This is an optimization exercise on Yosys and OpenROAD, whose aim is small area, a short achievable clock period and few clock cycles, not a production implementation. In this exercise RTL edits were held to simulation tests only and were not proved equivalent to the original. Power is estimated from default activity; no workload was simulated.

[flow/config.mk]
export PLATFORM = sky130hd
export DESIGN_NAME = alignment_point_tour_optimizer
export DESIGN_NICKNAME = alignment_point_tour_optimizer
export VERILOG_FILES = /design/flow/design.v
export SDC_FILE = /design/flow/constraint.sdc
export NUM_CORES = 4
export LEC_CHECK = 0
export ABC_AREA = 1
export CAP_MARGIN = 20
export CORE_MARGIN = 2
export CORE_UTILIZATION = 45
export SLEW_MARGIN = 20
export SYNTH_MEMORY_MAX_BITS = 8192
export SETUP_SLACK_MARGIN = 7.5
[flow/design.v]
`default_nettype none
package apto_pkg;
    localparam int MAX_POINTS = 32;
    localparam int IW         = 5;     
    localparam int RAW_W      = 41;    
    localparam int X_W        = 22;    
    localparam int Y_W        = 20;    
    localparam int C_W        = 22;    
    localparam int AZ_HALF = 648000;
    localparam int AZ_FULL = 1296000;
    localparam int HA_HALF = 43200;
    localparam int HA_FULL = 86400;
endpackage
`default_nettype wire
`default_nettype none
module apto_ram #(
    parameter int WIDTH = 8,
    parameter int DEPTH = 32,
    localparam int AW = (DEPTH > 1) ? $clog2(DEPTH) : 1
) (
    input  wire logic             i_clk,
    input  wire logic             i_wr_en,
    input  wire logic [AW-1:0]    i_wr_addr,
    input  wire logic [WIDTH-1:0] i_wr_data,
    input  wire logic [AW-1:0]    i_rd_addr,
    output logic      [WIDTH-1:0] o_rd_data
);
    logic [WIDTH-1:0] r_mem [DEPTH];
    always_ff @(posedge i_clk) begin
        if (i_wr_en) begin
            r_mem[i_wr_addr] <= i_wr_data;
        end
    end
    assign o_rd_data = r_mem[i_rd_addr];
endmodule
`default_nettype wire
`default_nettype none
module apto_cost (
    input  wire logic               i_clk,
    input  wire logic               i_alt_az,
    input  wire logic [19:0]        i_pen,
    input  wire logic signed [21:0] i_xa,
    input  wire logic signed [19:0] i_ya,
    input  wire logic signed [21:0] i_xb,
    input  wire logic signed [19:0] i_yb,
    output logic [21:0]             o_cost
);
    logic signed [22:0] r_dx;
    logic signed [20:0] r_dy;
    logic               r_fl;
    always_ff @(posedge i_clk) begin
        r_dx <= 23'(i_xa) - 23'(i_xb);
        r_dy <= 21'(i_ya) - 21'(i_yb);
        r_fl <= !i_alt_az && (i_pen != '0) &&
                (((i_xa < 0) && (i_xb > 0)) || ((i_xa > 0) && (i_xb < 0)));
    end
    logic signed [22:0] cx, ndx, wpos, wneg;
    logic signed [20:0] ady;
    logic               wrap;
    logic signed [22:0] r_cx;
    logic signed [20:0] r_ady;
    logic               r_fl2;
    always_comb begin
        ndx  = -r_dx;
        wpos = 23'sd1296000 - r_dx;
        wneg = 23'sd1296000 + r_dx;
        wrap = i_alt_az && ((r_dx > 23'sd648000) || (r_dx < -23'sd648000));
        if (r_dx < 0) cx = wrap ? wneg : ndx;
        else          cx = wrap ? wpos : r_dx;
        ady  = (r_dy < 0) ? -r_dy : r_dy;
    end
    always_ff @(posedge i_clk) begin
        r_cx  <= cx;
        r_ady <= ady;
        r_fl2 <= r_fl;
    end
    logic [22:0] pf, sy, sx;
    always_comb begin
        pf = r_fl2 ? {3'b0, i_pen} : '0;
        sy = 23'(r_ady) + pf;
        sx = 23'(r_cx) + pf;
    end
    always_ff @(posedge i_clk) begin
        o_cost <= 22'(($signed({2'b0, r_ady}) > r_cx) ? sy : sx);
    end
endmodule
`default_nettype wire
`default_nettype none
import apto_pkg::*;
module alignment_point_tour_optimizer (
    input  wire logic                     i_clk,
    input  wire logic                     i_rst_n,
    input  wire logic                     i_cfg_wr_en,
    input  wire logic [2:0]               i_cfg_index,
    input  wire logic [20:0]              i_cfg_data,
    input  wire logic                     i_in_valid,
    output logic                          o_in_ready,
    input  wire logic [20:0]              i_point_azimuth,
    input  wire logic signed [19:0]       i_point_altitude,
    input  wire logic [16:0]              i_point_right_ascension,
    input  wire logic signed [19:0]       i_point_declination,
    input  wire logic                     i_last_point,
    output logic                          o_out_valid,
    input  wire logic                     i_out_ready,
    output logic [5:0]                    o_visit_index,
    output logic                          o_last_visit
);
    localparam int N  = MAX_POINTS;
    localparam int K  = 2;           
    localparam int NU = K + 2;       
    localparam int XY = X_W + Y_W;
    logic        r_alt_az;
    logic [16:0] r_sidereal;
    logic [19:0] r_penalty;
    logic [20:0] r_start_az;
    logic [19:0] r_start_alt;
    logic [16:0] r_start_ra;
    logic [19:0] r_start_dec;
    always_ff @(posedge i_clk) begin
        if (!i_rst_n) begin
            r_alt_az    <= 1'b0;
            r_sidereal  <= '0;
            r_penalty   <= '0;
            r_start_az  <= '0;
            r_start_alt <= '0;
            r_start_ra  <= '0;
            r_start_dec <= '0;
        end else if (i_cfg_wr_en) begin
            case (i_cfg_index)
                3'd0: r_alt_az    <= i_cfg_data[0];
                3'd1: r_sidereal  <= i_cfg_data[16:0];
                3'd2: r_penalty   <= i_cfg_data[19:0];
                3'd3: r_start_az  <= i_cfg_data[20:0];
                3'd4: r_start_alt <= i_cfg_data[19:0];
                3'd5: r_start_ra  <= i_cfg_data[16:0];
                3'd6: r_start_dec <= i_cfg_data[19:0];
                default: ;
            endcase
        end
    end
    function automatic logic [24:0] conv_a(input logic [20:0] xr,
                                           input logic altaz,
                                           input logic [16:0] st);
        logic signed [17:0] h0;
        logic signed [2:0]  q;
        h0 = $signed({1'b0, st}) - $signed({1'b0, xr[16:0]});
        if (h0 > 18'sd129600)       q = 3'sd2;
        else if (h0 > 18'sd43200)   q = 3'sd1;
        else if (h0 < -18'sd129600) q = -3'sd2;
        else if (h0 < -18'sd43200)  q = -3'sd1;
        else                        q = 3'sd0;
        if (altaz) conv_a = {3'b0, 1'b0, xr};
        else       conv_a = {q, {4{h0[17]}}, h0};
    endfunction
    function automatic logic signed [21:0] conv_b(input logic [24:0] a, input logic altaz);
        logic signed [23:0] hx, cq;
        hx = {{2{a[21]}}, a[21:0]};
        case (a[24:22])
            3'b001:  cq = 24'sd1296000;
            3'b010:  cq = 24'sd2592000;
            3'b111:  cq = -24'sd1296000;
            3'b110:  cq = -24'sd2592000;
            default: cq = 24'sd0;
        endcase
        if (altaz) conv_b = a[21:0];
        else       conv_b = 22'((hx <<< 4) - hx - cq);
    endfunction
    localparam logic [2:0] ST_LOAD = 3'd0, ST_RUN = 3'd1, ST_REV = 3'd2, ST_MV0 = 3'd3,
                           ST_MV = 3'd4, ST_OPRE = 3'd5, ST_OUT = 3'd6;
    localparam logic [1:0] PH_GR = 2'd0, PH_TWO = 2'd1, PH_OR = 2'd2;
    localparam logic [1:0] IS_IDLE = 2'd0, IS_PRO = 2'd1, IS_PASS = 2'd2;
    logic [2:0]  r_st;
    logic        r_rdy;      
    logic [1:0]  r_ph;       
    logic [1:0]  r_iph, n_iph;   
    logic        l_or, l_two;    
    logic [5:0]  r_n;
    logic [4:0]  nm1;
    logic [1:0]  r_iss;
    logic [2:0]  r_ipro;
    logic        r_ipS;
    logic [4:0]  r_ipos, r_ibase;
    logic        r_ifirst;
    logic [N-1:0] r_rem, r_vis;
    logic [4:0]  r_k, r_gb;
    logic        r_firstiter, r_any2, r_anyor;
    logic [4:0]  r_ra, r_rb, r_mh, r_q;
    logic        r_up;
    logic [4:0]  r_ok;
    logic        r_ovalid, r_olast;
    logic [4:0]  r_oidx;
    assign nm1 = 5'(r_n - 6'd1);
    logic             p_we;
    logic [RAW_W-1:0] p_wdata, p_rdata;
    logic [4:0]       p_raddr;
    logic             r_in_v, r_in_last, r_ca_last;
    logic [RAW_W-1:0] r_in;
    logic [4:0]       r_in_a;
    logic [XY-1:0]    cv, r_sconv;
    logic             r_ca_v;
    logic [4:0]       r_ca_a;
    logic [24:0]      r_ca_x;
    logic [19:0]      r_ca_y;
    logic [RAW_W-1:0] ca_in;
    always_ff @(posedge i_clk) begin
        if (!i_rst_n) begin
            r_in_v <= 1'b0;
            r_ca_v <= 1'b0;
            r_in_last <= 1'b0;
            r_ca_last <= 1'b0;
        end else begin
            r_in_v <= i_in_valid && (r_st == ST_LOAD) && !r_n[5];
            r_ca_v <= r_in_v;
            r_in_last <= in_beat && i_last_point;
            r_ca_last <= r_in_last;
        end
        r_ca_a <= r_in_a;
        r_ca_x <= conv_a(ca_in[40:20], r_alt_az, r_sidereal);
        r_ca_y <= ca_in[19:0];
        r_in   <= r_alt_az ? {i_point_azimuth, i_point_altitude}
                           : {4'b0, i_point_right_ascension, i_point_declination};
        r_in_a <= r_n[4:0];
        if (!r_ca_v) begin
            r_sconv <= cv;
        end
    end
    assign ca_in   = r_in_v ? r_in
                            : (r_alt_az ? {r_start_az, r_start_alt}
                                        : {4'b0, r_start_ra, r_start_dec});
    assign cv      = {conv_b(r_ca_x, r_alt_az), r_ca_y};
    assign p_we    = r_ca_v;
    assign p_wdata = {cv[XY-2:Y_W], cv[Y_W-1:0]};
    apto_ram #(.WIDTH(RAW_W), .DEPTH(N)) u_points (
        .i_clk     (i_clk),
        .i_wr_en   (p_we),
        .i_wr_addr (r_ca_a),
        .i_wr_data (p_wdata),
        .i_rd_addr (p_raddr),
        .o_rd_data (p_rdata)
    );
    logic [4:0] tmem [N];
    logic       t_we1, t_we2;
    logic [4:0] t_wa1, t_wa2, t_wd1, t_wd2, t_rda, t_rdb, t_aa, t_ab;
    always_ff @(posedge i_clk) begin
        for (int e = 0; e < N; e++) begin
            if (t_we2 && (t_wa2 == 5'(e))) begin
                tmem[e] <= t_wd2;
            end else if (t_we1 && (t_wa1 == 5'(e))) begin
                tmem[e] <= t_wd1;
            end
        end
    end
    assign t_rda = tmem[t_aa];
    assign t_rdb = tmem[t_ab];
    typedef struct packed {
        logic       v;
        logic       s;       
        logic [4:0] pos;     
        logic [4:0] base;    
        logic       first;
        logic       last;
        logic       nop;     
        logic       capv;
        logic [1:0] cap;
        logic       dir;
        logic       sk;      
        logic [1:0] ph;      
        logic [4:0] tid;
    } t_tag;
    t_tag tg0, tg1, tg2, tg3, tg4, tg5, it;
    logic [XY-1:0]    x2n, c3;
    logic [K:0][XY-1:0] r_F, r_Nx;
    logic [XY-1:0]    xp1, xp2, cx3, cx4, cx5, r_bxy;
    logic             flush;
    logic [1:0]  n_iss;
    logic [2:0]  n_ipro;
    logic        n_ipS, n_ifirst;
    logic [4:0]  n_ipos, n_ibase;
    logic [N-1:0] n_rem, nmask, rem_bit, gsrc;
    logic         grow;
    logic [C_W-1:0] r_best;
    logic [4:0]     r_btid;
    logic           r_ghave, r_gsk, r_grow, g_e, g_have, g_lt, g_fin;
    logic [N-1:0]   g_lmask;
    logic [4:0]     g_left;
    logic [4:0]     g_b;
    logic [4:0]  ffs_id;
    logic [6:0]  cd;
    always_comb begin
        nmask = '0;
        for (int e = 0; e < N; e++) begin
            if (6'(e) < r_n) nmask[e] = 1'b1;
        end
        gsrc = (r_iss == IS_PASS) ? r_rem : (~r_vis & nmask);
        ffs_id = '0;
        for (int e = N - 1; e >= 0; e--) begin
            if (gsrc[e]) ffs_id = 5'(e);
        end
        rem_bit = '0;
        rem_bit[ffs_id] = 1'b1;
    end
    always_comb begin
        it = '0;
        n_iss = r_iss;  n_ipro = r_ipro;  n_ipS = r_ipS;  n_ifirst = r_ifirst;
        n_ipos = r_ipos;  n_ibase = r_ibase;  n_rem = r_rem;  n_iph = r_iph;
        l_or = 1'b0;  l_two = 1'b0;
        cd = '0;
        if (r_st == ST_RUN) begin
            case (r_iss)
                IS_PRO: begin
                    it.v = 1'b1;  it.nop = 1'b1;  it.capv = 1'b1;  it.cap = r_ipro[1:0];
                    case (r_iph)
                        PH_GR: begin
                            it = '0;
                            if (r_ipro != '0) begin
                                n_ipro = r_ipro - 3'd1;
                            end else begin
                                it.v     = 1'b1;
                                it.dir   = 1'b1;
                                it.pos   = ffs_id;
                                it.base  = r_ibase;
                                it.first = 1'b1;
                                it.last  = ((gsrc & (gsrc - 1'b1)) == '0);
                                n_rem    = gsrc & ~rem_bit;
                                n_iss    = IS_PASS;
                                if (it.last) begin
                                    n_iss   = (6'(r_ibase) + 6'd2 < r_n) ? IS_PRO : IS_IDLE;
                                    n_ipro  = 3'd3;
                                    n_ibase = r_ibase + 5'd1;
                                end
                            end
                        end
                        PH_TWO: begin
                            it.pos = 5'(r_ipro);
                            it.cap = 2'(r_ipro + 3'd1);
                            n_ipro = r_ipro + 3'd1;
                            if ((r_ipro + 3'd1 > 3'(K - 1)) || (6'(r_ipro) + 6'd1 > 6'(nm1))) begin
                                n_iss = IS_PASS;  n_ipos = '0;  n_ibase = '0;
                            end
                        end
                        default: begin
                            it.pos = 5'(r_ipro);
                            it.cap = 2'(r_ipro + 3'd1);
                            n_ipro = r_ipro + 3'd1;
                            if ((r_ipro + 3'd1 > 3'(K - 1)) || (6'(r_ipro) + 6'd1 > 6'(nm1))) begin
                                n_iss = IS_PASS;  n_ipS = 1'b1;  n_ipos = '0;  n_ibase = '0;
                            end
                        end
                    endcase
                end
                IS_PASS: begin
                    it.v = 1'b1;
                    it.base = r_ibase;
                    case (r_iph)
                        PH_GR: begin
                            it.dir   = 1'b1;
                            it.pos   = ffs_id;
                            it.last  = ((gsrc & (gsrc - 1'b1)) == '0);
                            n_rem    = gsrc & ~rem_bit;
                            if (it.last) begin
                                n_iss   = (6'(r_ibase) + 6'd2 < r_n) ? IS_PRO : IS_IDLE;
                                n_ipro  = 3'd3;
                                n_ibase = r_ibase + 5'd1;
                            end
                        end
                        PH_TWO: begin
                            it.pos   = r_ipos;
                            it.first = (r_ibase == '0) ? (r_ipos == '0) : (r_ipos == r_ibase + 5'd1);
                            it.last  = (r_ipos == nm1);
                            cd = 7'(r_ipos) - 7'(r_ibase) - 7'(K - 1);
                            if (!cd[6] && (cd != '0) && (cd <= 7'(K))) begin
                                it.capv = 1'b1;  it.cap = cd[1:0];
                            end
                            if (it.last) begin
                                if (7'(r_ibase) + 7'(K) + 7'd2 <= 7'(r_n)) begin
                                    n_ibase = r_ibase + 5'(K);
                                    n_ipos  = r_ibase + 5'(K + 1);
                                end else if ((r_firstiter || r_any2) && (r_n >= 6'd3)) begin
                                    n_iss = IS_PRO;  n_ipro = '0;  n_iph = PH_OR;  l_or = 1'b1;
                                end else begin
                                    n_iss = IS_IDLE;
                                end
                            end else begin
                                n_ipos = r_ipos + 5'd1;
                            end
                        end
                        default: begin
                            it.s     = r_ipS;
                            it.pos   = r_ipos;
                            it.first = r_ipS;
                            it.last  = !r_ipS && (r_ipos == nm1);
                            cd = 7'(r_ipos) - 7'(r_ibase) - 7'(K);
                            if (!r_ipS && !cd[6] && (cd <= 7'(K - 1))) begin
                                it.capv = 1'b1;  it.cap = 2'(cd + 7'd1);
                            end
                            if (r_ipS) begin
                                n_ipS = 1'b0;  n_ipos = '0;
                            end else if (it.last) begin
                                if (7'(r_ibase) + 7'(K) + 7'd1 <= 7'(r_n)) begin
                                    n_ibase = r_ibase + 5'(K);
                                    n_ipS   = 1'b1;
                                end else if (r_anyor) begin
                                    n_iss = IS_PRO;  n_ipro = '0;  n_iph = PH_TWO;  l_two = 1'b1;
                                end else begin
                                    n_iss = IS_IDLE;
                                end
                            end else begin
                                n_ipos = r_ipos + 5'd1;
                            end
                        end
                    endcase
                end
                default: ;
            endcase
        end
        it.ph = r_iph;
    end
    assign p_raddr = tg1.tid;
    assign x2n = tg1.s ? r_sconv
                       : {(r_alt_az ? 1'b0 : p_rdata[RAW_W-1]), p_rdata};
    t_tag tg1_n, ld_it;
    always_comb begin
        ld_it       = '0;
        ld_it.v     = 1'b1;
        ld_it.dir   = 1'b1;
        ld_it.pos   = r_ca_a;
        ld_it.first = (r_ca_a == '0);
        ld_it.last  = r_ca_last;
        ld_it.sk    = !r_ca_v;
        ld_it.ph    = PH_GR;
        tg1_n     = tg0;
        tg1_n.tid = tg0.dir ? tg0.pos : tmem[tg0.pos];
    end
    always_ff @(posedge i_clk) begin
        if (!i_rst_n || flush) begin
            tg0.v <= 1'b0;  tg1.v <= 1'b0;  tg2.v <= 1'b0;  tg3.v <= 1'b0;
            tg4.v <= 1'b0;  tg5.v <= 1'b0;
        end else begin
            tg0 <= (r_ca_v || r_ca_last) ? ld_it : it;  tg1 <= tg1_n;  tg2 <= tg1;  tg3 <= tg2;
            tg4 <= tg3;  tg5 <= tg4;
        end
        c3 <= x2n;
        for (int u = 0; u <= K; u++) begin
            if (tg1.v && tg1.capv && (tg1.cap == 2'(u))) r_Nx[u] <= x2n;
        end
        if (tg1.v && tg1.first && (tg1.ph == PH_GR) && (tg1.base == '0)) begin
            r_F[0] <= r_sconv;
        end else if (tg5.v && tg5.last && (tg5.ph == PH_GR)) begin
            r_F[0] <= (g_e && g_lt) ? cx5 : r_bxy;
        end else if (tg1.v && tg1.first && (tg1.ph != PH_GR)) begin
            r_F[0] <= (tg1.base == '0) ? r_sconv : r_F[K];
            for (int u = 1; u <= K; u++) r_F[u] <= r_Nx[u];
        end
        cx3 <= c3;  cx4 <= cx3;  cx5 <= cx4;
        if (g_e && g_lt) begin
            r_bxy <= cx5;
        end
        if (tg1.v && tg1.first && (tg1.ph == PH_TWO)) begin
            xp1 <= (tg1.base == '0) ? r_sconv : r_Nx[1];
        end else begin
            xp1 <= c3;
        end
        xp2 <= xp1;
    end
    logic [NU-1:0][C_W-1:0] U;
    logic [NU-1:0][XY-1:0]  opa;
    always_comb begin
        opa[0] = (tg2.ph == PH_OR) ? xp2 : r_F[0];
        for (int u = 1; u <= K; u++) opa[u] = r_F[u];
        opa[K+1] = xp1;
    end
    for (genvar u = 0; u < NU; u++) begin : g_unit
        apto_cost u_cost (
            .i_clk    (i_clk),
            .i_alt_az (r_alt_az),
            .i_pen    (r_penalty),
            .i_xa     ($signed(opa[u][XY-1:Y_W])),
            .i_ya     ($signed(opa[u][Y_W-1:0])),
            .i_xb     ($signed(c3[XY-1:Y_W])),
            .i_yb     ($signed(c3[Y_W-1:0])),
            .o_cost   (U[u])
        );
    end
    always_comb begin
        g_e    = tg5.v && !tg5.nop && !tg5.sk && (tg5.ph == PH_GR) && !(r_gsk && (tg5.tid == r_gb));
        g_have = !tg5.first && r_ghave;
        g_lt   = !g_have || (U[0] < r_best) || ((U[0] == r_best) && (tg5.tid < r_btid));
        grow   = r_grow;
        g_b    = r_btid;
        g_fin  = (6'(r_k) + 6'd2 == r_n);
        g_lmask = ~r_vis & nmask;
        g_lmask[r_btid] = 1'b0;
        g_left = '0;
        for (int e = 0; e < N; e++) begin
            if (g_lmask[e]) g_left = g_left | 5'(e);
        end
    end
    always_ff @(posedge i_clk) begin
        if (tg5.v && !tg5.nop && (tg5.ph == PH_GR)) begin
            r_ghave <= g_have || g_e;
            if (g_e && g_lt) begin
                r_best <= U[0];
                r_btid <= tg5.tid;
            end
        end
        if (!i_rst_n) begin
            r_grow <= 1'b0;
        end else begin
            r_grow <= tg5.v && !tg5.nop && (tg5.ph == PH_GR) && tg5.last && (r_st == ST_RUN);
        end
    end
    localparam logic [24:0] V_MIN = 25'h1000000;
    logic              d1_v, d1_first, d1_last;
    logic [4:0]        d1_pos, d1_base;
    logic [K-1:0]      d1_pa, d1_pb;
    logic [K-1:0][4:0] d1_ha;
    logic [K-1:0][24:0] d1_w, d1_nu;
    logic [K-1:0][C_W-1:0] r_pu;
    logic [K-1:0][24:0] r_G, r_B, r_nE, r_nEn, dB;
    logic [1:0]         d1_ph;
    logic       e_v;
    logic [4:0] m;
    logic [K-1:0][6:0] rw;
    assign e_v = tg5.v && !tg5.nop;
    assign m   = tg5.pos;
    always_comb begin
        for (int r = 0; r < K; r++) rw[r] = 7'(tg5.base) + 7'(r);
    end
    always_ff @(posedge i_clk) begin
        if (!i_rst_n || flush) begin
            d1_v <= 1'b0;
        end else begin
            d1_v <= e_v && (tg5.ph != PH_GR);
        end
        d1_first <= tg5.first;
        d1_ph    <= tg5.ph;
        d1_last  <= tg5.last;
        d1_pos   <= tg5.pos;
        d1_base  <= tg5.base;
        for (int r = 0; r < K; r++) begin
            d1_w[r]  <= 25'(U[K+1]) - 25'(U[r+1]) - 25'(r_pu[r]);
            d1_nu[r] <= 25'd0 - 25'((tg5.ph == PH_TWO) ? U[r] : U[r+1]);
            if (tg5.ph == PH_TWO) begin
                d1_pa[r] <= (7'(m) >= rw[r] + 7'd2);
                d1_pb[r] <= (m == nm1) && (rw[r] + 7'd1 <= 7'(nm1));
                d1_ha[r] <= 5'(m - 5'd1);
            end else begin
                d1_pa[r] <= !tg5.s && (rw[r] <= 7'(nm1)) &&
                            ((7'(m) < rw[r]) || (7'(m) >= rw[r] + 7'd2));
                d1_pb[r] <= !tg5.s && (m == nm1) && (7'(nm1) > rw[r]);
                d1_ha[r] <= (7'(m) < rw[r]) ? m : 5'(m - 5'd1);
            end
            r_pu[r] <= (tg5.ph == PH_TWO) ? U[r] : U[r+1];
            if (e_v) begin
                if (tg5.ph == PH_OR) begin
                    if (!tg5.s && (7'(m) == rw[r])) r_G[r] <= 25'(U[K+1]);
                    if (!tg5.s && (7'(m) == rw[r] + 7'd1)) r_G[r] <= r_G[r] + 25'(U[K+1]) - 25'(U[0]);
                end
            end
        end
    end
    logic [K-1:0]       r_found;
    logic [K-1:0][4:0]  r_fj, r_obh;
    logic               r_pend;
    logic [4:0]         r_pbase;
    logic               r_act_rev, r_act_mv, r_ph_done;
    logic [4:0]         r_a_lo, r_a_hi, r_mv_s, r_mv_h;
    logic               act_rev, act_mv, ph_done;
    logic [4:0]         a_lo, a_hi, mv_s, mv_h;
    logic               c_rev, c_mv, c_done;
    logic [4:0]         c_lo, c_hi, c_s, c_h;
    logic [K-1:0]       cA, cB1, cBw, n_found;
    logic [K-1:0][4:0]  n_fj;
    logic               busy;
    assign busy    = r_act_rev || r_act_mv;
    assign act_rev = r_act_rev;  assign a_lo = r_a_lo;  assign a_hi = r_a_hi;
    assign act_mv  = r_act_mv;   assign mv_s = r_mv_s;  assign mv_h = r_mv_h;
    assign ph_done = r_ph_done;
    always_comb begin
        c_rev = 1'b0;  c_mv = 1'b0;  c_done = 1'b0;
        c_lo = '0;  c_hi = '0;  c_s = '0;  c_h = '0;
        for (int r = 0; r < K; r++) begin
            dB[r]  = (d1_ph == PH_TWO) ? r_nE[r] : r_B[r];
            cA[r]  = d1_pa[r] && ($signed(d1_w[r]) > $signed(dB[r]));
            cB1[r] = d1_pb[r] && ($signed(d1_nu[r]) > $signed(dB[r]));
            cBw[r] = $signed(d1_nu[r]) > $signed(d1_w[r]);
        end
        n_found = d1_first ? '0 : r_found;
        n_fj    = r_fj;
        if (d1_v && (d1_ph == PH_TWO)) begin
            for (int r = 1; r < K; r++) begin
                if (!n_found[r]) begin
                    if (cA[r]) begin
                        n_found[r] = 1'b1;  n_fj[r] = d1_ha[r];
                    end else if (cB1[r]) begin
                        n_found[r] = 1'b1;  n_fj[r] = nm1;
                    end
                end
            end
            if (cA[0]) begin
                c_rev = 1'b1;  c_lo = d1_base;  c_hi = d1_ha[0];
            end else if (cB1[0]) begin
                c_rev = 1'b1;  c_lo = d1_base;  c_hi = nm1;
            end else if (d1_last) begin
                for (int r = K - 1; r >= 1; r--) begin
                    if (n_found[r]) begin
                        c_rev = 1'b1;  c_lo = 5'(d1_base + 5'(r));  c_hi = n_fj[r];
                    end
                end
                if (!c_rev && (7'(d1_base) + 7'(K) + 7'd2 > 7'(r_n))) c_done = 1'b1;
            end
        end
        if (r_pend) begin
            for (int r = K - 1; r >= 0; r--) begin
                if ($signed({r_B[r][24], r_B[r]} + {r_G[r][24], r_G[r]}) > 0) begin
                    c_mv = 1'b1;  c_s = 5'(r_pbase + 5'(r));  c_h = r_obh[r];
                end
            end
            if (!c_mv && (7'(r_pbase) + 7'(K) + 7'd1 > 7'(r_n))) c_done = 1'b1;
        end
    end
    assign flush = r_act_rev || r_act_mv;
    always_ff @(posedge i_clk) begin
        r_found <= n_found;  r_fj <= n_fj;
        for (int r = 0; r < K; r++) begin
            if (e_v && (tg5.ph == PH_TWO) && (7'(m) == rw[r])) begin
                r_nE[r] <= 25'd0 - 25'(U[K+1]);
            end else if (e_v && (tg5.ph == PH_TWO) && tg5.first && (tg5.base != '0)) begin
                r_nE[r] <= r_nEn[r];
            end
            if (e_v && (tg5.ph == PH_TWO) && (7'(m) == rw[r] + 7'(K))) begin
                r_nEn[r] <= 25'd0 - 25'(U[K+1]);
            end
            if (d1_v && (d1_ph == PH_OR) && !(r_pend && c_mv)) begin
                if (d1_first) begin
                    r_B[r] <= V_MIN;
                end else if (d1_pb[r] && (cA[r] ? cBw[r] : cB1[r])) begin
                    r_B[r] <= d1_nu[r];  r_obh[r] <= nm1;
                end else if (cA[r]) begin
                    r_B[r] <= d1_w[r];   r_obh[r] <= d1_ha[r];
                end
            end
        end
        if (!i_rst_n || flush) begin
            r_pend    <= 1'b0;
            r_act_rev <= 1'b0;
            r_act_mv  <= 1'b0;
            r_ph_done <= 1'b0;
        end else begin
            r_pend    <= d1_v && d1_last && (d1_ph == PH_OR);
            r_act_rev <= c_rev;
            r_act_mv  <= c_mv;
            r_ph_done <= c_done;
        end
        r_a_lo  <= c_lo;  r_a_hi <= c_hi;
        r_mv_s  <= c_s;   r_mv_h <= c_h;
        r_pbase <= d1_base;
    end
    always_comb begin
        t_we1 = 1'b0;  t_wa1 = r_k;  t_wd1 = g_b;
        t_we2 = 1'b0;  t_wa2 = r_rb; t_wd2 = t_rda;
        t_aa  = r_ra;  t_ab  = r_rb;
        case (r_st)
            ST_RUN: begin
                t_we1 = grow;
                t_we2 = grow && g_fin;  t_wa2 = 5'(r_k + 5'd1);  t_wd2 = g_left;
            end
            ST_REV: begin
                t_we1 = (r_ra < r_rb);  t_wa1 = r_ra;  t_wd1 = t_rdb;
                t_we2 = (r_ra < r_rb);
            end
            ST_MV0: begin
                t_aa = r_ra;
            end
            ST_MV: begin
                t_aa  = r_up ? 5'(r_ra + 5'd1) : 5'(r_ra - 5'd1);
                t_we1 = 1'b1;  t_wa1 = r_ra;
                t_wd1 = (r_ra == r_mh) ? r_q : t_rda;
            end
            ST_OPRE: begin
                t_aa = '0;
            end
            ST_OUT: begin
                t_aa = r_ok;
            end
            default: ;
        endcase
    end
    logic in_beat, out_beat;
    assign in_beat  = i_in_valid && r_rdy;
    assign out_beat = r_ovalid && i_out_ready;
    always_ff @(posedge i_clk) begin
        if (!i_rst_n) begin
            r_st     <= ST_LOAD;
            r_rdy    <= 1'b1;
            r_n      <= '0;
            r_iss    <= IS_IDLE;
            r_ovalid <= 1'b0;
            r_ph     <= PH_GR;
            r_iph    <= PH_GR;
            r_k      <= '0;
            r_vis    <= '0;
            r_gsk    <= 1'b0;
        end else begin
            r_iss <= n_iss;  r_ipro <= n_ipro;  r_ipS <= n_ipS;  r_ifirst <= n_ifirst;
            r_iph <= n_iph;
            if (l_or) r_anyor <= 1'b0;
            if (l_two) begin
                r_firstiter <= 1'b0;  r_any2 <= 1'b0;
            end
            r_ipos <= n_ipos;  r_ibase <= n_ibase;  r_rem <= n_rem;
            case (r_st)
                ST_LOAD: begin
                    if (in_beat) begin
                        if (!r_n[5]) r_n <= r_n + 6'd1;
                        if (i_last_point) begin
                            r_st  <= ST_RUN;
                            r_rdy <= 1'b0;
                            r_iss   <= (r_n >= 6'd2) ? IS_PRO : IS_IDLE;
                            r_iph   <= PH_GR;
                            r_ipro  <= 3'd5;
                            r_ibase <= 5'd1;
                        end
                    end
                end
                ST_RUN: begin
                    if (act_rev) begin
                        r_st  <= ST_REV;
                        r_ra  <= a_lo;
                        r_rb  <= a_hi;
                        r_any2 <= 1'b1;
                        r_iss <= IS_IDLE;
                    end else if (act_mv) begin
                        r_st  <= ST_MV0;
                        r_ra  <= mv_s;
                        r_mh  <= mv_h;
                        r_up  <= (mv_h > mv_s);
                        r_anyor <= 1'b1;
                        r_iss <= IS_IDLE;
                    end else if (grow) begin
                        r_vis[g_b] <= 1'b1;
                        r_gb  <= g_b;
                        r_gsk <= 1'b1;
                        if (g_fin || (r_n == 6'd1)) begin
                            if (r_n == 6'd1) begin
                                r_st <= ST_OPRE;
                            end else begin
                                r_ph <= PH_TWO;  r_firstiter <= 1'b1;  r_any2 <= 1'b0;
                                r_iss <= IS_PRO;  r_ipro <= '0;  r_iph <= PH_TWO;
                            end
                        end else begin
                            r_k <= r_k + 5'd1;
                        end
                    end else if (ph_done) begin
                        if (r_ph == PH_TWO) begin
                            if ((!r_firstiter && !r_any2) || (r_n < 6'd3)) begin
                                r_st <= ST_OPRE;
                            end else begin
                                r_ph <= PH_OR;
                            end
                        end else begin
                            if (r_anyor) begin
                                r_ph <= PH_TWO;
                            end else begin
                                r_st <= ST_OPRE;
                            end
                        end
                    end
                end
                ST_REV: begin
                    if (r_ra < r_rb) begin
                        r_ra <= r_ra + 5'd1;
                        r_rb <= r_rb - 5'd1;
                    end else begin
                        r_st  <= ST_RUN;
                        r_iss <= IS_PRO;  r_ipro <= '0;  r_iph <= PH_TWO;
                    end
                end
                ST_MV0: begin
                    r_q  <= t_rda;
                    r_st <= ST_MV;
                end
                ST_MV: begin
                    if (r_ra == r_mh) begin
                        r_st  <= ST_RUN;
                        r_iss <= IS_PRO;  r_ipro <= '0;  r_iph <= PH_OR;
                    end else begin
                        r_ra <= r_up ? 5'(r_ra + 5'd1) : 5'(r_ra - 5'd1);
                    end
                end
                ST_OPRE: begin
                    r_oidx   <= t_rda;
                    r_olast  <= (r_n == 6'd1);
                    r_ovalid <= 1'b1;
                    r_ok     <= 5'd1;
                    r_st     <= ST_OUT;
                end
                ST_OUT: begin
                    if (out_beat) begin
                        if (r_olast) begin
                            r_ovalid <= 1'b0;
                            r_n      <= '0;
                            r_st     <= ST_LOAD;
                            r_rdy    <= 1'b1;
                            r_ph     <= PH_GR;
                            r_k      <= '0;
                            r_vis    <= '0;
                            r_gsk    <= 1'b0;
                        end else begin
                            r_oidx  <= t_rda;
                            r_olast <= (r_ok == nm1);
                            r_ok    <= r_ok + 5'd1;
                        end
                    end
                end
                default: begin
                    r_st  <= ST_LOAD;
                    r_rdy <= 1'b1;
                end
            endcase
        end
    end
    assign o_in_ready    = r_rdy;
    assign o_out_valid   = r_ovalid;
    assign o_visit_index = {1'b0, r_oidx};
    assign o_last_visit  = r_olast;
endmodule
`default_nettype wire
[flow/flow/run.sh]
#!/bin/bash
# Standard layout, with timing repair aiming well below the clock period.
set -euo pipefail
echo "export SETUP_SLACK_MARGIN = 7.5" >> config.mk
bash standard.sh > standard.log 2>&1
[flow/standard.sh]
#!/bin/bash
# synth_recipe.tcl (not shown) runs the flow's synth.tcl, then flattens the netlist and writes it again
# the make line also repeats each setting of config.mk as NAME=value (left out here)
make -C /OpenROAD-flow-scripts/flow DESIGN_CONFIG=/design/flow/config.mk WORK_HOME=/design/flow/orfs CLKGATE_MAP_FILE= SYNTH_SCRIPT=/design/flow/synth_recipe.tcl "${@:-finish}"
[flow/constraint.sdc]
create_clock -name core_clock -period 12.0 [get_ports {i_clk}]
set_input_delay 2.4000 -clock core_clock [delete_from_list [all_inputs] [get_ports {i_clk}]]
set_output_delay 2.4000 -clock core_clock [all_outputs]
set_load 0.01 [all_outputs]
==> results.json, run 1 <==
{
  "grt_antenna_before_repair": 36,
  "die_h_um": 613,
  "crit_family": "compound AO/OA/AOI/OAI gates",
  "core_um2": 369000,
  "worst_ep_required_time_ns": 12.62,
  "endpoint_kind": "register",
  "routed_via_density": 5.63,
  "first_pass_iters": 6,
  "grt_max_degree": 175,
  "drc": 0,
  "drive_above_1_share_pct": 8.55,
  "rsz0062_at_grt": "true",
  "tns_ns": 0,
  "synth_top_family_by_area": "compound AO/OA/AOI/OAI gates",
  "synth-compound-area-share_pct": 14.2,
  "synth_area_leaders": "edfxtp_1 (39%), dfxtp_1 (15%), ha_1 (7.3%)",
  "async_reset_ff_share_pct": 0,
  "ys_types": 91,
  "ys.flop_type": "edfxtp_1",
  "hpwl_um": 389000,
  "insertion_delay_ns": 1.02,
  "timing_hold_violations_final": 0,
  "cts_buffers": 359,
  "h-tree-depth": 5,
  "port_buffers": 115,
  "dieArea_um2": 376000,
  "final_cells": 23000,
  "cts.clk_slew.worst_paths_ns": 0.07,
  "cts_sinks": 3394,
  "initial_core_util_pct": 45.2,
  "crit_arrival_ns": 5.26,
  "yosysWarnings": 4,
  "synth-edff-count": 2179,
  "maxCapViolCount": 0,
  "synth_xor_area_share_pct": 3.86,
  "gr-total-overflow": 0,
  "crit_top_cell": "inv_1",
  "netlist.area_leader.share_pct": 39.2,
  "tightest_slew_ns": 1.20,
  "syn_nets": 18700,
  "gp_congestion": 1.02,
  "drt_iter0_markers": 13100,
  "yosysSeqAreaShare_pct": 53.8,
  "fp.dieW_um": 613,
  "synth_fa_ha_area_share_pct": 8.28,
  "cts_hold_buf": 0,
  "fin_crit_ns": 4.65,
  "fill_cells": 33700,
  "dp.cells": 22200,
  "hold_path_class": "register to register",
  "clock-root-buffer": "clkbuf_16",
  "power_density_nw_per_um2": 270,
  "synth.avg_cell_area_um2": 9.52,
  "totalWireLength_um": 570000,
  "grt_first_pass_wirelength_um": 814000,
  "grtUsageTotal_pct": 29.2,
  "area_growth_pct": 13.8,
  "critical_path_class": "register to register",
  "slew-limit-headroom_pct": 19.0,
  "cts-root-to-sink-buffers": 4,
  "wl_per_cell_um": 24.7,
  "status": "no timing/DRC/antenna violations",
  "grt_pass1_vias": 120000,
  "netlist_instances": 17500,
  "dr_total_vias": 130000,
  "critPathSlowestCell": "a2111oi_1",
  "mostFrequentLayoutCells": "nand2_1 (2309), edfxtp_1 (2179), nor2_1 (1939)",
  "rows": 223,
  "slowest_delay_ns": 0.85,
  "fin_skew_ns": 0.0849,
  "cp.buffers_inverters": 3,
  "antenna_left": 0,
  "worst-path-max-fanout": 5,
  "tritoncts": "done",
  "fmax_ghz": 0.215,
  "final_nets": 18900,
  "critPathLaunchType": "register",
  "drv_slew": 0,
  "finalCritPeriodShare_pct": 38.7,
  "yosysTopAreaCell": "edfxtp_1",
  "mostFrequentLayoutCell": "nand2_1",
  "ios": 117,
  "final-setup-viol-count": 0,
  "synth_simple_gate_area_share_pct": 13.2,
  "crit_path_cell_trace": "inv_1 -> nor2_1 -> inv_1 -> nor2_1 -> nand2_1 -> inv_1 -> nand2_1 -> o21ai_0 -> a2111oi_1 -> nand4_1 -> a2111oi_0 -> nand4_1 -> o211ai_1 -> o21ai_0",
  "synth_seq_cells": 3394,
  "synthMuxAreaShare_pct": 0.667,
  "leakage_nw": 77.2,
  "syn_area_um2": 167000,
  "ir_drop_mv": 0.413
}
==> cell families (layout without fill, tap and decap cells) <==
logic type / Yosys count / after routing
compound gates: 4219 / 4219
xor+xnor: 734 / 734
fa+ha+maj: 1055 / 1055
buf+inv: 2623 / 3176
flops: 3394 / 3394
mux: 104 / 104
other cells: 1 / 17
simple gates: 5384 / 5386
==> flip-flops by register name, indices dropped and copies added, names as in the netlist, 84 cells and up, named ones only <==
signal	flops
u_points.r_mem	1312
g_unit.u_cost.o_cost	88
r_F	126
g_unit.u_cost.r_dx	92
tmem	160
g_unit.u_cost.r_cx	92
g_unit.u_cost.r_ady	84
r_Nx	84
g_unit.u_cost.r_dy	84
==> cell type report <==
| cell class | count | area [um2] | area share (%) |
|---|---|---|---|
| Multi-Input combinational cell | 11500 | 69100 | 36.4 |
| Inverter | 1992 | 7640 | 4.03 |
| Tap cell | 4950 | 6190 | 3.26 |
| Antenna cell | 16 | 40.0 | 0.0211 |
| Sequential cell | 3394 | 89800 | 47.3 |
| Clock inverter | 161 | 1640 | 0.862 |
| Timing Repair inverter | 1 | 5.00 | 0.00264 |
| Timing Repair Buffer | 523 | 5100 | 2.69 |
| Clock buffer | 499 | 10200 | 5.40 |
==> worst paths after layout <==
kind / cells past startpoint / start / slack, ns / endpoint
worst max register to register: 14 / tg0[20]$_DFFE_PN_ / 7.35 / tg1[1]$_DFFE_PN_
worst max-delay path: 14 / tg0[20]$_DFFE_PN_ / 7.35 / tg1[1]$_DFFE_PN_
worst min register to register: 0 / cx3[23]$_DFF_P_ / 0.31 / cx4[23]$_DFF_P_
worst min-delay path: 0 / cx3[23]$_DFF_P_ / 0.31 / cx4[23]$_DFF_P_
==> metrics by stage <==
stage / util (%) / hold slack (ns) / setup slack, ns / area, um2 / power, mW
final: 51.4 / 0.314 / 7.35 / 190000 / 51.2
after CTS: 50.8 / 0.302 / 7.48 / 187000 / 50.1
after global routing: 51.4 / 0.303 / 7.28 / 190000 / 54.0
after global placement: 47.2 / 0.310 / 5.85 / 174000 / 38.4
after detailed placement: 47.2 / 0.312 / 5.89 / 174000 / 38.6
after floorplan: - / 0.310 / 6.03 / 167000 / 31.0
==> where the power goes <==
group	total (mW)	internal (mW)	switching, mW
Clock	11.2	6.41	4.80
Sequential	18.9	16.8	2.07
Combinational	21.1	7.03	14.1
==> layer usage <==
metal | up-vias | share of wire [%] | track usage [%]
met2 | 5238 | 46 | 47.6
met3 | 1270 | 6.7 | 3.18
met5 | - | 0.011 | 0
met4 | 10 | 6.1 | 15.1
li1 | 61100 | - | -
met1 | 62200 | 41 | 38.5
==> synthesized netlist by cell type (101+ instances only) <==
cell type	n
nand3_1	497
dfxtp_1	1215
xnor2_1	198
nor3_1	176
o21ai_0	2019
edfxtp_1	2179
ha_1	973
a21oi_1	1019
o221ai_1	101
clkbuf_1	575
nand4_1	121
nor2_1	2025
inv_1	1949
nand2_1	2344
xor2_1	535
o22ai_1	472
==> repair_timing <==
action,4_1_cts,5_1_grt
setup buffers,50,120
gates cloned,5,11
gates resized for setup,212,358
pin swaps,27,109
setup endpoints to repair,558,544
Testbench counts, summed over its fixed seeds: cycles 16,719.
==> run 2, diff against run 1 <==
--- a/flow/design.v
+++ b/flow/design.v
@@ -191,3 +191,4 @@
     logic [4:0]  r_oidx;
-    assign nm1 = 5'(r_n - 6'd1);
+    logic [4:0]  r_nm1;      
+    assign nm1 = r_nm1;
     logic             p_we;
@@ -714,3 +715,6 @@
                     if (in_beat) begin
-                        if (!r_n[5]) r_n <= r_n + 6'd1;
+                        if (!r_n[5]) begin
+                            r_n   <= r_n + 6'd1;
+                            r_nm1 <= r_n[4:0];
+                        end
                         if (i_last_point) begin
==> run 2 against run 1 <==
  * Register-to-register slack better by 0.21 ns
  * Critical path depth up 6
  * Synthesized cell count is 0.23% lower
  * Via count decreased by 0.12%
  * Routed wire length decreased by 0.84%
  * Final area rose by 0.17%
  * Core utilization rose by 0.12 points
  * Flip-flop and latch count grew 5
  * Clock skew shrank 0.0044 ns
  * Largest cell class unchanged
  * Total power is 0.90% higher
  * First-iteration DRC count is 6.0% higher
  * Combinational power about the same
==> results.json, run 2 <==
{
  "status": "no timing/DRC/antenna violations",
  "ios": 117,
  "netlist.area_leader.share_pct": 39.4,
  "finalCritPeriodShare_pct": 37.0,
  "routed_via_density": 5.62,
  "rsz0062_at_grt": "true",
  "largest-register": "u_points.r_mem",
  "crit_path_cell_trace": "inv_2 -> ha_4 -> nand3_1 -> o21ai_0 -> nand3_1 -> nand3_2 -> buf_6 -> buf_4 -> nor2_1 -> nand2_1 -> o22ai_1 -> a221oi_1 -> nand2_2 -> a2111oi_4 -> nand4_1 -> o21ai_2 -> o21ai_1 -> bufinv_8 -> buf_8 -> o21ai_0",
  "tritoncts": "done",
  "synth_simple_gate_area_share_pct": 13.2,
  "gr-total-overflow": 0,
  "hpwl_um": 387000,
  "timing_hold_violations_final": 0,
  "mostFrequentLayoutCell": "nand2_1",
  "cts_hold_buf": 0,
  "insertion_delay_ns": 0.98,
  "tns_ns": 0,
  "place_ws_ns": 5.63,
  "synth.avg_cell_area_um2": 9.52,
  "syn_nets": 18600,
  "drt_iter0_markers": 13900,
  "antenna_left": 0,
  "drc": 0,
  "largest_registers": "u_points.r_mem x1312, tmem x160, r_F x126",
  "p_seq_share_pct": 36.4,
  "fin_skew_ns": 0.0805,
  "synth_seq_cells": 3399,
  "synth_xor_area_share_pct": 3.81,
  "fin_crit_ns": 4.43,
  "yosysWarnings": 4,
  "cts.clk_slew.worst_paths_ns": 0.06,
  "netlist_instances": 17500,
  "grt_antenna_before_repair": 39,
  "crit_arrival_ns": 5.09,
  "ir_drop_mv": 0.392,
  "pwr-share-clk_pct": 22.3,
  "first_pass_iters": 9,
  "synth-edff-count": 2184,
  "finalWorstSetupSlack_ns": 7.57,
  "h-tree-depth": 5,
  "synth_top_family_by_area": "compound AO/OA/AOI/OAI gates",
  "initial_core_util_pct": 45.1,
  "dr_total_vias": 130000,
  "combPwrFrac_pct": 41.3,
  "grt_max_degree": 193,
  "ys_types": 83,
  "switching_share_pct": 40.9,
  "mostFrequentLayoutCells": "nand2_1 (2372), edfxtp_1 (2184), o21ai_0 (1957)",
  "synth_fa_ha_area_share_pct": 8.32,
  "synth_most_common_cell": "nand2_1",
  "grt_first_pass_wirelength_um": 810000,
  "cts-root-to-sink-buffers": 4,
  "wl_per_cell_um": 24.5,
  "synth-compound-area-share_pct": 14.1,
  "clock-root-buffer": "clkbuf_16",
  "critPathLaunchType": "register",
  "power_density_nw_per_um2": 272,
  "syn_area_um2": 166000,
  "crit_family": "compound AO/OA/AOI/OAI gates",
  "final_nets": 19000,
  "fmax_ghz": 0.226,
  "rows": 223,
  "synth_common_cells": "nand2_1 (2419), edfxtp_1 (2184), o21ai_0 (2075), nor2_1 (1964), inv_1 (1948)",
  "port_buffers": 115,
  "gp_congestion": 1.02,
  "fp.dieW_um": 612,
  "cts_buffers": 363,
  "drv_slew": 0,
  "endpoint_kind": "register",
  "totalWireLength_um": 565000,
  "maxCapViolCount": 0,
  "ys.flop_type": "edfxtp_1",
  "synth_area_leaders": "edfxtp_1 (39%), dfxtp_1 (15%), ha_1 (7.3%)",
  "core_um2": 369000,
  "yosysSeqAreaShare_pct": 54.0,
  "worst-path-max-fanout": 18,
  "die_h_um": 612,
  "slew-limit-headroom_pct": 18.7,
  "drive_above_1_share_pct": 8.78,
  "slowest_delay_ns": 0.49,
  "dieArea_um2": 375000,
  "hold_path_class": "register to register",
  "leakage_nw": 77.6,
  "grtUsageTotal_pct": 29.1,
  "tightest_slew_ns": 1.22,
  "largest_register_ffs": 1312,
  "final-setup-viol-count": 0,
  "synthMuxAreaShare_pct": 0.545,
  "critical_path_class": "register to register",
  "power.switching_mw": 21.1,
  "area_growth_pct": 14.3,
  "async_reset_ff_share_pct": 0,
  "power.internal_mw": 30.5,
  "cp.buffers_inverters": 5,
  "cts_sinks": 3399,
  "worst_ep_required_time_ns": 12.65,
  "yosysTopAreaCell": "edfxtp_1",
  "grt_pass1_vias": 121000,
  "critPathSlowestCell": "edfxtp_1"
}
## run 2: changes by cell type after synthesis, moves of 12 or more
cell | previous run | this run
nand2_1 | 2344 | 2419
xnor2_1 | 198 | 218
clkbuf_1 | 575 | 563
o21ai_1 | 55 | 37
o22ai_1 | 472 | 507
nand3_1 | 497 | 519
nor4_1 | 90 | 75
a221oi_1 | 60 | 42
a21oi_1 | 1019 | 977
o21ai_0 | 2019 | 2075
mux2_2 | 57 | 37
nor2_1 | 2025 | 1964
xor2_1 | 535 | 505
## run 2: path summary, 6_finish.rpt
path | start | to | slack [ns] | cells past startpoint
worst max-delay path | r_ra[0]$_DFFE_PP_ | tmem[1][2]$_DFFE_PP_ | 7.57 | 20
worst min-delay path | cx3[2]$_DFF_P_ | cx4[2]$_DFF_P_ | 0.32 | 0
worst max register to register | r_ra[0]$_DFFE_PP_ | tmem[1][2]$_DFFE_PP_ | 7.57 | 20
worst min register to register | cx3[2]$_DFF_P_ | cx4[2]$_DFF_P_ | 0.32 | 0
## run 2: logic make-up (layout without fill, tap and decap cells)
group           count (synthesis)  count (layout)
compound gates               4202            4204
mux                            86              86
xor+xnor                      723             723
simple gates                 5388            5388
other cells                     1              16
fa+ha+maj                    1057            1057
buf+inv                      2618            3244
flops                        3399            3399
## run 2: power by group through the flow
stage	Clock, mW	Combinational [mW]	Sequential [mW]
final	11.5	21.3	18.8
after global routing	12.1	23.4	18.9
after CTS	11.7	20.1	18.7
after detailed placement	0	19.7	19.0
after global placement	0	19.5	19.0
after floorplan	0	13.0	18.1
## run 2: timing repair
| item | CTS | global route |
|---|---|---|
| pin swaps | 40 | 121 |
| cloned | 7 | 6 |
| endpoints found under the setup margin | 668 | 563 |
| hold endpoints to repair | 0 | 0 |
| buffers inserted | 73 | 140 |
| gates resized for setup | 254 | 370 |
## run 2: layout make-up
cell class,count,area [um2]
Multi-Input combinational cell,11500,68500
Clock inverter,209,2080
Inverter,1994,7720
Antenna cell,15,37.5
Tap cell,4950,6190
Sequential cell,3399,90000
Clock buffer,464,10100
Timing Repair Buffer,577,5430
Fill cell,33500,178000
## run 2: through the flow
step	power, mW	instances	util, %	hold slack (ns)	instance area, um2
2_1_floorplan	31.0	17500	-	0.310	166000
4_1_cts	50.5	22900	50.9	0.317	188000
3_3_place_gp	38.5	22100	47.1	0.310	174000
3_5_place_dp	38.6	22200	47.1	0.312	174000
5_1_grt	54.4	23100	51.6	0.324	190000
6_report	51.6	23100	51.6	0.322	190000
## run 2: per-layer routing
layer	up-vias	part of all wire (%)	global-route usage, %
met5	-	0.032	0
met2	5038	46	47.3
met4	24	5.4	13.8
met3	1223	7.0	3.69
met1	62200	41	38.6
li1	61100	-	-
Testbench counts of run 2, summed over its fixed seeds: cycles 16,719.
==> run 3, diff against run 2 <==
--- a/flow/design.v
+++ b/flow/design.v
@@ -176,2 +176,4 @@
     logic        l_or, l_two;    
+    logic        r_kv, r_inp, n_inp, tw_rs, tw_jump;
+    logic [4:0]  r_ka, r_kb, tw_hend, tw_e2, tw_end;
     logic [5:0]  r_n;
@@ -191,4 +193,3 @@
     logic [4:0]  r_oidx;
-    logic [4:0]  r_nm1;      
-    assign nm1 = r_nm1;
+    assign nm1 = 5'(r_n - 6'd1);
     logic             p_we;
@@ -267,2 +268,3 @@
         logic       sk;      
+        logic       np;      
         logic [1:0] ph;      
@@ -306,3 +308,8 @@
         n_ipos = r_ipos;  n_ibase = r_ibase;  n_rem = r_rem;  n_iph = r_iph;
-        l_or = 1'b0;  l_two = 1'b0;
+        l_or = 1'b0;  l_two = 1'b0;  n_inp = 1'b0;
+        tw_hend = (7'(r_ibase) + 7'(2 * K - 1) < 7'(nm1)) ? 5'(r_ibase + 5'(2 * K - 1)) : nm1;
+        tw_e2   = (7'(r_kb) + 7'd1 < 7'(nm1)) ? 5'(r_kb + 5'd1) : nm1;
+        tw_rs   = r_kv && (7'(r_ibase) + 7'(K) <= 7'(r_ka));
+        tw_end  = !tw_rs ? nm1 : ((tw_e2 > tw_hend) ? tw_e2 : tw_hend);
+        tw_jump = tw_rs && (r_ipos == tw_hend) && (7'(r_ka) > 7'(tw_hend) + 7'd2) && (r_ipos != tw_end);
         cd = '0;
@@ -368,4 +375,5 @@
                             it.pos   = r_ipos;
+                            it.np    = r_inp;
                             it.first = (r_ibase == '0) ? (r_ipos == '0) : (r_ipos == r_ibase + 5'd1);
-                            it.last  = (r_ipos == nm1);
+                            it.last  = (r_ipos == tw_end);
                             cd = 7'(r_ipos) - 7'(r_ibase) - 7'(K - 1);
@@ -383,2 +391,5 @@
                                 end
+                            end else if (tw_jump) begin
+                                n_ipos = 5'(r_ka - 5'd1);
+                                n_inp  = 1'b1;
                             end else begin
@@ -544,3 +555,3 @@
             if (tg5.ph == PH_TWO) begin
-                d1_pa[r] <= (7'(m) >= rw[r] + 7'd2);
+                d1_pa[r] <= (7'(m) >= rw[r] + 7'd2) && !tg5.np;
                 d1_pb[r] <= (m == nm1) && (rw[r] + 7'd1 <= 7'(nm1));
@@ -707,2 +718,4 @@
             r_iph <= n_iph;
+            r_inp <= n_inp;
+            if (l_two) r_kv <= 1'b0;
             if (l_or) r_anyor <= 1'b0;
@@ -715,6 +728,3 @@
                     if (in_beat) begin
-                        if (!r_n[5]) begin
-                            r_n   <= r_n + 6'd1;
-                            r_nm1 <= r_n[4:0];
-                        end
+                        if (!r_n[5]) r_n <= r_n + 6'd1;
                         if (i_last_point) begin
@@ -735,2 +745,3 @@
                         r_any2 <= 1'b1;
+                        r_kv <= 1'b1;  r_ka <= a_lo;  r_kb <= a_hi;
                         r_iss <= IS_IDLE;
@@ -751,3 +762,3 @@
                             end else begin
-                                r_ph <= PH_TWO;  r_firstiter <= 1'b1;  r_any2 <= 1'b0;
+                                r_ph <= PH_TWO;  r_firstiter <= 1'b1;  r_any2 <= 1'b0;  r_kv <= 1'b0;
                                 r_iss <= IS_PRO;  r_ipro <= '0;  r_iph <= PH_TWO;
--- a/flow/config.mk
+++ b/flow/config.mk
@@ -11,2 +11,3 @@
 export CORE_UTILIZATION = 45
+export CTS_BUF_LIST = sky130_fd_sc_hd__clkbuf_8
 export SLEW_MARGIN = 20
==> run 3 against run 2 <==
  * Still clean
  * Combinational power grew 6%
  * Sequential share of layout area fell by 0.32 points
  * Flip-flop and latch count up 13
  * Die area rose by 1.2%
  * Cell count grew 2.5%
  * Critical endpoint is now r_ipro[1]$_DFFE_PP_
  * Highest routed layer unchanged
==> results.json, run 3 <==
{
  "holdPathStages": 0,
  "switching_share_pct": 42.2,
  "mostFrequentLayoutCells": "nand2_1 (2280), edfxtp_1 (2197), inv_1 (2090)",
  "cts.clk_slew.worst_paths_ns": 0.06,
  "drv_slew": 0,
  "crit_arrival_ns": 5.96,
  "grt_antenna_before_repair": 26,
  "final_cells": 23700,
  "combPwrFrac_pct": 43.6,
  "core_um2": 372000,
  "wl_per_cell_um": 24.3,
  "reg2reg_depth": 34,
  "crit_top_cell": "inv_1",
  "ys.flop_type": "edfxtp_1",
  "die_h_um": 616,
  "syn_area_um2": 168000,
  "cts-root-to-sink-buffers": 4,
  "fin_skew_ns": 0.0944,
  "status": "no timing/DRC/antenna violations",
  "r2r_end": "r_ipro[1]$_DFFE_PP_",
  "grtUsageTotal_pct": 29.0,
  "tns_ns": 0,
  "yosysWarnings": 4,
  "antenna_left": 0,
  "largest-register": "u_points.r_mem",
  "area_growth_pct": 14.2,
  "rrSetupSlack_ns": 6.99,
  "critPathSlowestCell": "dfxtp_4",
  "crit_path_start": "r_n[0]$_SDFFE_PN0P_",
  "worst_ep_required_time_ns": 12.95,
  "fin_crit_ns": 5.01,
  "ir_drop_mv": 0.507,
  "drc": 0,
  "async_reset_ff_share_pct": 0,
  "gr-total-overflow": 0,
  "totalWireLength_um": 574000,
  "grt_pass1_vias": 125000,
  "largest_register_ffs": 1312,
  "maxCapViolCount": 0,
  "rsz0062_at_grt": "true",
  "largest_registers": "u_points.r_mem x1312, tmem x160, r_F x126",
  "ys_types": 95,
  "power.switching_mw": 21.8,
  "synth_common_cells": "nand2_1 (2334), edfxtp_1 (2197), nor2_1 (1994), o21ai_0 (1965), inv_1 (1922)",
  "dieArea_um2": 379000,
  "crit_end": "r_ipro[1]$_DFFE_PP_",
  "critPathLaunchType": "register",
  "tritoncts": "done",
  "synth_area_leaders": "edfxtp_1 (39%), dfxtp_1 (14%), ha_1 (7.4%)",
  "first_pass_iters": 8,
  "endpoint_kind": "register",
  "final-setup-viol-count": 0,
  "rows": 224,
  "cts_buffers": 576,
  "hold_path_class": "register to register",
  "synth.avg_cell_area_um2": 9.55,
  "place_area_um2": 176000,
  "worst-path-max-fanout": 13,
  "power_density_nw_per_um2": 268,
  "dp.cells": 22300,
  "slowest_delay_ns": 0.39,
  "timing_hold_violations_final": 0,
  "synth_most_common_cell": "nand2_1",
  "netlist_instances": 17600,
  "cts_sinks": 3412,
  "clock-root-buffer": "clkbuf_8",
  "power.internal_mw": 29.8,
  "power_mw": 51.6,
  "gp_congestion": 1.00,
  "leakage_nw": 79.2,
  "synth_seq_cells": 3412,
  "grt_first_pass_wirelength_um": 823000,
  "fmax_ghz": 0.200,
  "hpwl_um": 390000,
  "insertion_delay_ns": 1.25,
  "pwr-share-clk_pct": 19.8,
  "final_nets": 19400,
  "fp.dieW_um": 616,
  "syn_nets": 18800,
  "ios": 117,
  "postLayoutCellArea_um2": 192000,
  "netlist.area_leader.share_pct": 39.2,
  "initial_core_util_pct": 45.2,
  "mostFrequentLayoutCell": "nand2_1",
  "reg2reg_from": "r_n[0]$_SDFFE_PN0P_",
  "synth-edff-count": 2197,
  "critical_path_class": "register to register",
  "yosysSeqAreaShare_pct": 53.6,
  "yosysTopAreaCell": "edfxtp_1",
  "routed_via_density": 5.60,
  "slew-limit-headroom_pct": 18.4,
  "drive_above_1_share_pct": 10.9,
  "finalCritPeriodShare_pct": 41.8,
  "tightest_slew_ns": 1.20,
  "grt_max_degree": 177,
  "port_buffers": 115,
  "drt_iter0_markers": 12600,
  "h-tree-depth": 6,
  "dr_total_vias": 132000,
  "p_seq_share_pct": 36.6
}
-- run 3: cell types whose count changed in the layout (fill, tap and decap cells not counted), sizes merged, moves of 36 or more --
cell / change
buf: +39
clkbuf: +184
inv: +229
nand2: -74
nor2: +37
nor3: +36
o21ai: -45
xor2: +60
-- run 3: metal layers --
| layer | vias up | track usage, % | wire, um |
|---|---|---|---|
| met3 | 1259 | 4.31 | 40400 |
| met5 | - | 0 | 41 |
| met1 | 63700 | 37.6 | 235000 |
| met2 | 5153 | 47.4 | 266000 |
| li1 | 62300 | - | - |
| met4 | 6 | 14.7 | 32100 |
-- run 3: power by group through the flow --
stage | clock [mW] | combinational, mW | sequential (mW)
after floorplan | 0 | 13.5 | 18.1
after global placement | 0 | 20.0 | 19.0
after detailed placement | 0 | 20.2 | 19.0
after CTS | 10.4 | 20.8 | 18.8
after global routing | 10.9 | 24.7 | 19.0
final | 10.2 | 22.5 | 18.9
-- run 3: worst min-delay path by stage --
stage                     from               to
2_1_floorplan   cx3[0]$_DFF_P_   cx4[0]$_DFF_P_
3_3_place_gp   cx4[34]$_DFF_P_  cx5[34]$_DFF_P_
3_5_place_dp    cx3[0]$_DFF_P_   cx4[0]$_DFF_P_
4_1_cts        cx4[28]$_DFF_P_  cx5[28]$_DFF_P_
5_1_grt        cx3[29]$_DFF_P_  cx4[29]$_DFF_P_
6_report       cx4[38]$_DFF_P_  cx5[38]$_DFF_P_
-- run 3: area by class of cell --
type / instances / area, um2
clock buffer: 646 / 8890
timing repair buffer: 615 / 5780
antenna: 20 / 50.0
timing repair inverter: 2 / 17.5
fill: 34200 / 180000
tap: 4972 / 6220
clock inverter: 386 / 2240
multi-input combinational: 11600 / 70900
sequential: 3412 / 90400
inverter: 1995 / 7720
-- run 3: timing repair --
item | in CTS | in global routing
gates cloned | 10 | 12
endpoints found under the setup margin | 559 | 611
pin swaps | 70 | 179
hold buffers | 0 | 0
resized for setup | 303 | 452
hold endpoints to repair | 0 | 0
buffers inserted | 105 | 158
-- run 3: worst max-delay path: cells and delay by family (launching register included) --
family	cells	cell delay, ns
DFF	1	0.39
AOI/OAI and AO/OA	9	1.31
buffers and inverters	11	1.01
xor gates and xnor gates	1	0.16
adders and majority gates	3	0.76
and+or+nand+nor	10	1.14
-- run 3: logic make-up (layout without fill, tap and decap cells) --
| group | count (synthesis) | after routing | share of synthesized area [%] |
|---|---|---|---|
| AND/OR/NAND/NOR | 5421 | 5428 | 13.3 |
| buffers and inverters | 2629 | 3644 | 5.91 |
| AO/OA/AOI/OAI | 4220 | 4220 | 14.1 |
| XOR/XNOR | 760 | 760 | 3.96 |
| other | 1 | 21 | 0.00223 |
| adder cells (fa/ha/maj) | 1085 | 1085 | 8.43 |
| flip-flops | 3412 | 3412 | 53.6 |
| multiplexers | 111 | 111 | 0.705 |
-- run 3: metrics by stage --
step                      util, %  hold WS, ns  setup WS (ns)
after detailed placement     47.2        0.312           5.24
after global placement       47.2        0.310           5.05
after floorplan                 -        0.310           5.88
final                        51.6        0.318           6.99
after global routing         51.6        0.322           6.64
after CTS                    50.7        0.322           7.00
Testbench counts of run 3, summed over its fixed seeds: cycles 16,160.
==> run 4, diff against run 3 <==
--- a/flow/design.v
+++ b/flow/design.v
@@ -281,3 +281,3 @@
     logic [4:0]  n_ipos, n_ibase;
-    logic [N-1:0] n_rem, nmask, rem_bit, gsrc;
+    logic [N-1:0] n_rem, nmask, rem_bit, gsrc, gbmask;
     logic         grow;
@@ -296,3 +296,5 @@
         end
-        gsrc = (r_iss == IS_PASS) ? r_rem : (~r_vis & nmask);
+        gbmask = '0;
+        gbmask[r_gb] = r_gsk;
+        gsrc = ((r_iss == IS_PASS) ? r_rem : (~r_vis & nmask)) & ~gbmask;
         ffs_id = '0;
@@ -365,2 +367,3 @@
                             it.pos   = ffs_id;
+                            it.sk    = (gsrc == '0);
                             it.last  = ((gsrc & (gsrc - 1'b1)) == '0);
--- a/flow/config.mk
+++ b/flow/config.mk
@@ -11,3 +11,4 @@
 export CORE_UTILIZATION = 45
-export CTS_BUF_LIST = sky130_fd_sc_hd__clkbuf_8
+export CTS_CLUSTER_DIAMETER = 80
+export CTS_CLUSTER_SIZE = 30
 export SLEW_MARGIN = 20
==> run 4 against run 3 <==
  * Still clean on timing, DRC and antenna
  * Register-to-register slack got worse by 0.19 ns
  * Total power decreased by 6.9%
  * Routed wire length increased by 0.90%
  * Critical path depth unchanged
  * Sequential power about the same
  * Fmax decreased by 3.7%
  * Worst hold slack got worse by 0.011 ns
  * Flip-flop and latch count unchanged
  * First-iteration DRC count increased by 10%
  * Die area increased by 0.20%
  * Via count decreased by 1.0%
  * Critical path type unchanged
==> results.json, run 4 <==
{
  "status": "no timing/DRC/antenna violations",
  "worst_ep_required_time_ns": 12.68,
  "cts_buffers": 175,
  "gr-total-overflow": 0,
  "synth_common_cells": "nand2_1 (2429), edfxtp_1 (2197), o21ai_0 (2089), nor2_1 (2061), inv_1 (2011)",
  "dr_total_vias": 131000,
  "mostFrequentLayoutCell": "nand2_1",
  "grt_max_degree": 180,
  "first_pass_iters": 8,
  "crit_arrival_ns": 5.88,
  "fp.dieW_um": 616,
  "clock-root-buffer": "clkbuf_16",
  "gp_congestion": 1.02,
  "largest_registers": "u_points.r_mem x1312, tmem x160, r_F x126",
  "synth_area_leaders": "edfxtp_1 (39%), dfxtp_1 (14%), ha_1 (7.4%)",
  "async_reset_ff_share_pct": 0,
  "hold_path_class": "register to register",
  "grt_antenna_before_repair": 36,
  "slew-limit-headroom_pct": 6.61,
  "totalWireLength_um": 579000,
  "maxCapViolCount": 0,
  "critPathLaunchType": "register",
  "initial_core_util_pct": 45.3,
  "rows": 224,
  "drc": 0,
  "netlist.area_leader.share_pct": 39.1,
  "critical_path_class": "register to register",
  "area_growth_pct": 11.9,
  "drive_above_1_share_pct": 8.94,
  "syn_nets": 19000,
  "cp.buffers_inverters": 6,
  "largest-register": "u_points.r_mem",
  "mostFrequentLayoutCells": "nand2_1 (2352), edfxtp_1 (2197), nor2_1 (1955)",
  "fin_crit_ns": 5.20,
  "leakage_nw": 76.4,
  "fin_skew_ns": 0.0719,
  "routed_via_density": 5.65,
  "ir_drop_mv": 0.368,
  "grt_first_pass_wirelength_um": 821000,
  "place_area_um2": 176000,
  "drv_slew": 0,
  "final_nets": 19200,
  "power_density_nw_per_um2": 254,
  "h-tree-depth": 4,
  "finalHoldWorstSlack_ns": 0.307,
  "drt_iter0_markers": 13900,
  "synth_seq_cells": 3412,
  "tightest_slew_ns": 1.39,
  "endpoint_kind": "register",
  "insertion_delay_ns": 0.98,
  "wl_per_cell_um": 25.0,
  "hpwl_um": 399000,
  "netlist_instances": 17800,
  "cts_sinks": 3412,
  "crit_family": "simple AND/OR/NAND/NOR gates",
  "core_um2": 373000,
  "worst-path-max-fanout": 10,
  "yosysTopAreaCell": "edfxtp_1",
  "rsz0062_at_grt": "true",
  "port_buffers": 115,
  "synth-edff-count": 2197,
  "die_h_um": 616,
  "largest_register_ffs": 1312,
  "syn_area_um2": 169000,
  "yosysSeqAreaShare_pct": 53.5,
  "finalCritPeriodShare_pct": 43.3,
  "grtUsageTotal_pct": 29.1,
  "timing_hold_violations_final": 0,
  "tritoncts": "done",
  "crit_top_cell": "o21ai_1",
  "grt_pass1_vias": 121000,
  "postLayoutCellArea_um2": 189000,
  "cts_hold_buf": 0,
  "synth_most_common_cell": "nand2_1",
  "slowest_delay_ns": 0.46,
  "cts-root-to-sink-buffers": 4,
  "ios": 117,
  "dieArea_um2": 380000,
  "tns_ns": 0,
  "ys.flop_type": "edfxtp_1",
  "yosysWarnings": 4,
  "final-setup-viol-count": 0,
  "fmax_ghz": 0.192,
  "critPathSlowestCell": "edfxtp_1",
  "synth.avg_cell_area_um2": 9.46,
  "cts.clk_slew.worst_paths_ns": 0.12,
  "antenna_left": 0,
  "ys_types": 85
}
-- run 4: changes by cell type in the layout (fill, tap and decap cells not counted), moves of 30 or more --
cell | previous run | this run
clkbuf_16 | 9 | 191
clkbuf_8 | 646 | 5
nor2_1 | 1903 | 1955
a21oi_1 | 959 | 929
inv_1 | 2090 | 1930
clkinv_1 | 82 | 22
clkinv_2 | 45 | 4
buf_4 | 418 | 459
nand2_1 | 2280 | 2352
o21ai_0 | 1845 | 1939
-- run 4: what timing repair did --
action / in CTS / in global routing
cloned: 16 / 17
buffers inserted: 128 / 201
setup endpoints to repair: 518 / 719
endpoints found under the hold margin: 0 / 0
pin swaps: 69 / 178
resized for setup: 346 / 567
-- run 4: cells by family after synthesis --
family          count (synthesis)  share of synthesized area (%)
compound gates               4269                           14.2
xor+xnor                      744                           3.86
fa+ha+maj                    1085                           8.41
buf+inv                      2702                           6.07
flops                        3412                           53.5
mux                            92                          0.580
other cells                     1                        0.00222
simple gates                 5527                           13.4
-- run 4: path summary, 6_finish.rpt --
check | start | to | slack [ns] | depth (start not counted)
worst max register to register | r_ibase[1]$_DFFE_PP_ | r_ipro[0]$_DFFE_PP_ | 6.80 | 34
worst min register to register | cx3[19]$_DFF_P_ | cx4[19]$_DFF_P_ | 0.31 | 0
worst max-delay path | r_ibase[1]$_DFFE_PP_ | r_ipro[0]$_DFFE_PP_ | 6.80 | 34
worst min-delay path | cx3[19]$_DFF_P_ | cx4[19]$_DFF_P_ | 0.31 | 0
-- run 4: stage by stage --
stage,power [mW],setup slack (ns),utilization (%),cells
2_1_floorplan,31.0,5.77,-,17800
3_3_place_gp,38.2,5.51,47.2,22500
3_5_place_dp,38.4,5.51,47.2,22500
4_1_cts,46.5,6.92,49.6,22900
5_1_grt,50.8,6.51,50.6,23200
6_report,48.0,6.80,50.6,23200
-- run 4: layout make-up --
| type | count | area, um2 |
|---|---|---|
| inverters | 2062 | 7970 |
| diodes | 25 | 62.6 |
| clock inverters | 100 | 1660 |
| flip-flops and latches | 3412 | 90400 |
| multi-input cells | 11700 | 71500 |
| well taps | 4972 | 6220 |
| repair inverters | 10 | 75.1 |
| fillers | 34300 | 184000 |
| clock buffers | 210 | 4650 |
| repair buffers | 666 | 6210 |
-- run 4: metal layers --
metal  share of wire [%]  vias to the layer above  wire (um)  track usage (%)
met2                  46                     5042     265000             47.0
li1                    -                    61900          -                -
met3                 6.8                     1169      39400             3.45
met5               0.020                        -        116                0
met4                 6.0                       16      34600             14.4
met1                  41                    62900     240000             38.7
-- run 4: power by group --
| group | switching [mW] | internal (mW) |
|---|---|---|
| clock network | 4.34 | 3.18 |
| logic | 14.5 | 7.32 |
| registers | 1.90 | 16.7 |
Testbench counts of run 4, summed over its fixed seeds: cycles 15,978.

Re-timed with assumed drivers on the ports (clkbuf_16 on the clock, buf_2 on other inputs), run 4 has 6.800 ns of setup slack against 6.800 ns with ideal ports, and 6.747 ns once port delays also move by the mid clock arrival of 1.061 ns.
